Context: an optimization exercise on an open-source flow, tuned for small area, a short achievable clock period and few clock cycles per item. The choices shown serve that exercise and are no tape-out recipe. Function was checked by simulation only, so behaviour that the tests miss may differ from the original.

==> v39 <==
==> flow/design.v (excerpt) <==
module marked_cell_distance #(
    parameter int MAX_COLS = 1024,
    parameter int MAX_ROWS = 1024
) (
    input  logic                        aclk,
    input  logic                        aresetn,
    input  logic                        s_tvalid,
    output logic                        s_tready,
    input  logic [7:0]                  s_tdata,    
    output logic                        m_tvalid,
    input  logic                        m_tready,
    output logic [15:0]                 m_tdata,    
    output logic [0:0]                  m_tuser,    
    input  logic                        cfg_wen,
    input  logic                        cfg_index,
    input  logic [mcd_pkg::PT_W-1:0]    cfg_data
);
==> flow/config.mk <==
export PLATFORM = sky130hd
export DESIGN_NAME = marked_cell_distance
export DESIGN_NICKNAME = marked_cell_distance
export VERILOG_FILES = /design/flow/design.v
export SDC_FILE = /design/flow/constraint.sdc
export NUM_CORES = 4
export LEC_CHECK = 0
export ABC_AREA = 1
export ABC_CLOCK_PERIOD_IN_PS = 2500
export CAP_MARGIN = 20
export CORE_MARGIN = 2
export CORE_UTILIZATION = 40
export SETUP_SLACK_MARGIN = 3.8
export SLEW_MARGIN = 20
export TNS_END_PERCENT = 5
==> flow/constraint.sdc <==
create_clock -name core_clock -period 6.5 [get_ports {aclk}]
set_input_delay 1.3000 -clock core_clock [delete_from_list [all_inputs] [get_ports {aclk}]]
set_output_delay 1.3000 -clock core_clock [all_outputs]
set_load 0.01 [all_outputs]
run.sh (not shown) runs the stock make flow with config.mk's settings and CLKGATE_MAP_FILE= SYNTH_SCRIPT=/design/flow/synth_recipe.tcl, a recipe that flattens the netlist after the stock synthesis.
==> inputs of v8, as changes to v39 <==
--- a/flow/design.v
+++ b/flow/design.v
@@ -534,92 +534,105 @@
     assign y1 = {w231, w229, w227, w225, w223, w221, w219, w217, w215, w213, w211, w209, w207, w205, w203, w201, w199, w197, w195, w193, w191, w189, w187, w185, w6, w4, w2, 1'b0};
 endmodule
 `timescale 1ns / 1ps
 module mcd_sqrt_step #(
     parameter int K = 0
 ) (
     input  logic [mcd_pkg::X_W-1:0] x,
-    input  logic [15:0]             u,
+    input  logic [15:0]             un,
     output logic [mcd_pkg::X_W-1:0] y,
-    output logic [15:0]             u_o
+    output logic [15:0]             un_o
 );
     localparam int RW = K + 5;      
     localparam int DW = K + 6;      
-    logic [13:0]   q;
+    logic [13:0]   qn;              
     logic [RW-1:0] rp;
     logic [DW-1:0] d1, d2, d3;
     logic [1:0]    dig;
     logic [K+2:0]  rn;
-    logic [15:0]   um, up;
-    assign q  = 14'(x >> (mcd_pkg::X_W - K));
+    logic [15:0]   unm, unp;
+    assign qn = 14'(x >> (mcd_pkg::X_W - K)) | ~((14'd1 << K) - 14'd1);
     assign rp = x[mcd_pkg::X_W-1-K -: RW];
-    assign d1 = DW'(rp) - DW'({q, 3'b001});        
-    assign d2 = DW'(rp) - DW'({q, 4'b0100});       
-    assign d3 = DW'(rp) - DW'({u, 3'b001});        
-    assign um = u - 16'd1;
-    assign up = u + 16'd1;
+    assign d1 = DW'(rp) + DW'({2'b11, qn, 3'b111});     
+    assign d2 = DW'(rp) + DW'({1'b1, qn, 4'b1100});     
+    assign d3 = DW'(rp) + DW'({un, 3'b111});            
+    assign unm = un - 16'd1;                            
+    assign unp = un + 16'd1;                            
     always_comb begin
         if (!d3[DW-1]) begin
-            dig = 2'd3;
-            rn  = d3[K+2:0];
-            u_o = {up[13:0], 2'b10};
+            dig  = 2'd3;
+            rn   = d3[K+2:0];
+            un_o = {unm[13:0], 2'b01};
         end else if (!d2[DW-1]) begin
-            dig = 2'd2;
-            rn  = d2[K+2:0];
-            u_o = {u[13:0], 2'b11};
+            dig  = 2'd2;
+            rn   = d2[K+2:0];
+            un_o = {un[13:0], 2'b00};
         end else if (!d1[DW-1]) begin
-            dig = 2'd1;
-            rn  = d1[K+2:0];
-            u_o = {u[13:0], 2'b00};
+            dig  = 2'd1;
+            rn   = d1[K+2:0];
+            un_o = {un[13:0], 2'b11};
         end else begin
-            dig = 2'd0;
-            rn  = rp[K+2:0];
-            u_o = {um[13:0], 2'b01};
+            dig  = 2'd0;
+            rn   = rp[K+2:0];
+            un_o = {unp[13:0], 2'b10};
         end
     end
-    assign y = (mcd_pkg::X_W'({q, dig}) << (mcd_pkg::X_W - 2 - K))
+    assign y = (mcd_pkg::X_W'({qn, ~dig} & ((16'd1 << (K + 2)) - 16'd1)) << (mcd_pkg::X_W - 2 - K))
              | (mcd_pkg::X_W'(rn) << (24 - 2 * K))
              | (x & ((mcd_pkg::X_W'(1) << (24 - 2 * K)) - mcd_pkg::X_W'(1)));
 endmodule
 module mcd_sqrt_cell #(
-    parameter int K = 0
+    parameter int K = 0,
+    parameter int N = 1
 ) (
     input  logic                     aclk,
     input  logic                     aresetn,
     input  logic                     v_i,
     input  logic                     nl_i,
     input  logic                     sat_i,
     input  logic [mcd_pkg::X_W-1:0]  x_i,
-    input  logic [15:0]              u_i,
+    input  logic [15:0]              un_i,
     output logic                     v_o,
     output logic                     nl_o,
     output logic                     sat_o,
     output logic [mcd_pkg::X_W-1:0]  x_o,
-    output logic [15:0]              u_o
+    output logic [15:0]              un_o
 );
     logic                     v_reg, nl_reg, sat_reg;
     logic [mcd_pkg::X_W-1:0]  x_reg, x_next;
-    logic [K+3:0]             u_reg;
-    logic [15:0]              u_next;
-    mcd_sqrt_step #(.K(K)) u_step (.x(x_i), .u(u_i), .y(x_next), .u_o(u_next));
+    localparam int KO = K + 2 * N;      
+    logic [KO+1:0]                 un_reg;
+    logic [N:0][mcd_pkg::X_W-1:0]  xs;
+    logic [N:0][15:0]              uns;
+    assign xs[0]  = x_i;
+    assign uns[0] = un_i;
+    for (genvar j = 0; j < N; j++) begin : g_step
+        mcd_sqrt_step #(.K(K + 2 * j)) u_step (
+            .x    (xs[j]),
+            .un   (uns[j]),
+            .y    (xs[j+1]),
+            .un_o (uns[j+1])
+        );
+    end
+    assign x_next = xs[N];
     always_ff @(posedge aclk) begin
         if (!aresetn) v_reg <= 1'b0;
         else          v_reg <= v_i;
     end
     always_ff @(posedge aclk) begin
         nl_reg <= nl_i;
         sat_reg <= sat_i;
         x_reg  <= x_next;
-        u_reg  <= u_next[K+3:0];
+        un_reg <= uns[N][KO+1:0];
     end
     assign v_o  = v_reg;
     assign nl_o = nl_reg;
     assign sat_o = sat_reg;
     assign x_o  = x_reg;
-    assign u_o  = 16'(u_reg);
+    assign un_o = 16'(un_reg) | ~((16'd1 << (KO + 2)) - 16'd1);
 endmodule
 `timescale 1ns / 1ps
 module mcd_out #(
     parameter int QN = 7,                  
     parameter int QB = (QN > 1) ? $clog2(QN) : 1
 ) (
     input  logic                        aclk,
@@ -644,15 +657,15 @@
     logic          h_valid, rdy_reg, take, h_free;
     logic [14:0]   h_word;
     logic [14:0]   mem [QN];
     logic [QB-1:0] wp, rp;
     logic [QB:0]   qcnt;
     logic [CW-1:0] cnt, cnt_next;
     logic          q_empty, push, pop;
-    assign q  = x_i[28:15];
+    assign q  = ~x_i[28:15];             
     assign r  = x_i[14:0];
     assign q1 = q + 14'd1;
     assign up = (r > {1'b0, q});
     always_comb begin
         if (nl_i)                       word_next = {1'b1, 14'd0};
         else if (sat_i || (up && (&q))) word_next = {1'b0, 14'h3FFF};
         else if (up)                    word_next = {1'b0, q1};
@@ -716,20 +729,20 @@
     input  logic                        m_tready,
     output logic [15:0]                 m_tdata,    
     output logic [0:0]                  m_tuser,    
     input  logic                        cfg_wen,
     input  logic                        cfg_index,
     input  logic [mcd_pkg::PT_W-1:0]    cfg_data
 );
-    localparam int NS = 7;     
+    localparam int NS = 6;     
     logic                                w_acc;
     logic [NS:0]                         v_c, nl_c, sat_c;
     logic [NS:0][mcd_pkg::X_W-1:0]       x_c;
-    logic [NS:0][15:0]                   u_c;
-    assign u_c[0] = 16'd1;      
+    logic [NS:0][15:0]                   un_c;
+    assign un_c[0] = ~16'd1;    
     mcd_front u_front (
         .aclk      (aclk),
         .aresetn   (aresetn),
         .s_tready  (s_tready),
         .s_tvalid  (s_tvalid),
         .s_tdata   (s_tdata),
         .cfg_wen   (cfg_wen),
@@ -739,28 +752,29 @@
         .nl_o      (nl_c[0]),
         .sat_o     (sat_c[0]),
         .w_acc_o   (w_acc),
         .x_o       (x_c[0])
     );
     for (genvar i = 0; i < NS; i++) begin : g_cell
         mcd_sqrt_cell #(
-            .K (2 * i)
+            .K ((i == 0) ? 0 : 2 * i + 2),
+            .N ((i == 0) ? 2 : 1)
         ) u_cell (
             .aclk    (aclk),
             .aresetn (aresetn),
             .v_i     (v_c[i]),
             .nl_i    (nl_c[i]),
             .sat_i   (sat_c[i]),
             .x_i     (x_c[i]),
-            .u_i     (u_c[i]),
+            .un_i    (un_c[i]),
             .v_o     (v_c[i+1]),
             .nl_o    (nl_c[i+1]),
             .sat_o   (sat_c[i+1]),
             .x_o     (x_c[i+1]),
-            .u_o     (u_c[i+1])
+            .un_o    (un_c[i+1])
         );
     end
     mcd_out u_out (
         .aclk     (aclk),
         .aresetn  (aresetn),
         .v_i      (v_c[NS]),
         .nl_i     (nl_c[NS]),
Settings changed: ABC_AREA 1 to not set, CTS_CLUSTER_DIAMETER set to 60, CTS_CLUSTER_SIZE set to 30, TNS_END_PERCENT 5 to not set.
==> run notes <==
	v8	v39
Floorplan die width	293 µm	311 µm
Worst reg2reg path depth	10	8
Seq cells	599	632
Multi-input combinational area share	0.505	0.489
Routed vias/inst	5.12	4.79
Count of inverters not on the clock network in the layout	333	790
Final period demand of the worst path	2650 ps	2810 ps
Post-route cell area	0.0381 mm²	0.0416 mm²
Initial Util	0.405	0.403
Met2 layer wire length in the routed design	34.9 mm	41.6 mm
Delay of the slowest critical-path stage	460 ps	810 ps
Synthesized cell area	0.0333 mm²	0.0377 mm²
Post-CTS Setup Bufs	20	1
TAP cells	1,070	1,254
Routed met3 length	2.33 mm	3.14 mm
Clkbuf count	47	96
Area of the die	0.0856 mm²	0.0966 mm²
Library cell contributing the largest single delay on the critical path	or4_4	nor4_4
Wire length of the first global-routing pass	116 mm	143 mm
Sum of buffers and inverters on the critical path	1	2
Post-synth top area share	0.288	0.272
Run status	finished clean	finished clean
First-pass DRT Iterations	5	7
Worst setup endpoint	g_cell[4].u_cell.un_reg[8]$_DFF_P_	u_out.mem[6][1]$_DFFE_PP_
Number of CTS-inserted buffers	45	71
Testbench counts of v39, summed over its fixed seeds: cycles 32,247, items 32,000.
Testbench counts of v8, summed over its fixed seeds: cycles 32,176, items 32,000.

## port drivers added, routing unchanged
Ports are ideal in the flow. The routed layouts listed here were re-timed in OpenROAD. Step 1, drivers: a clkbuf_16 drives aclk and a buf_2 each remaining input, both assumed. Step 2 times the ports against the registers' clock, not the clock port: input delays grow and output delays shrink by t, the midpoint of the rising clock arrivals with the driver on. a / b / c = ideal ports / drivers / drivers and shift; a / b = the first two.
run | shift t [ns] | slack for setup (ns) | cell pins on the clock port's net
v39 | 0.674 | 3.689 / 3.627 / 3.064 | 1
v8 | 0.659 | 3.845 / 3.834 / 3.283 | 1
After both steps every run listed still meets setup and hold. The setup slack of v39, which loses most, moves by -0.062 ns with the drivers and by -0.625 ns with both steps.
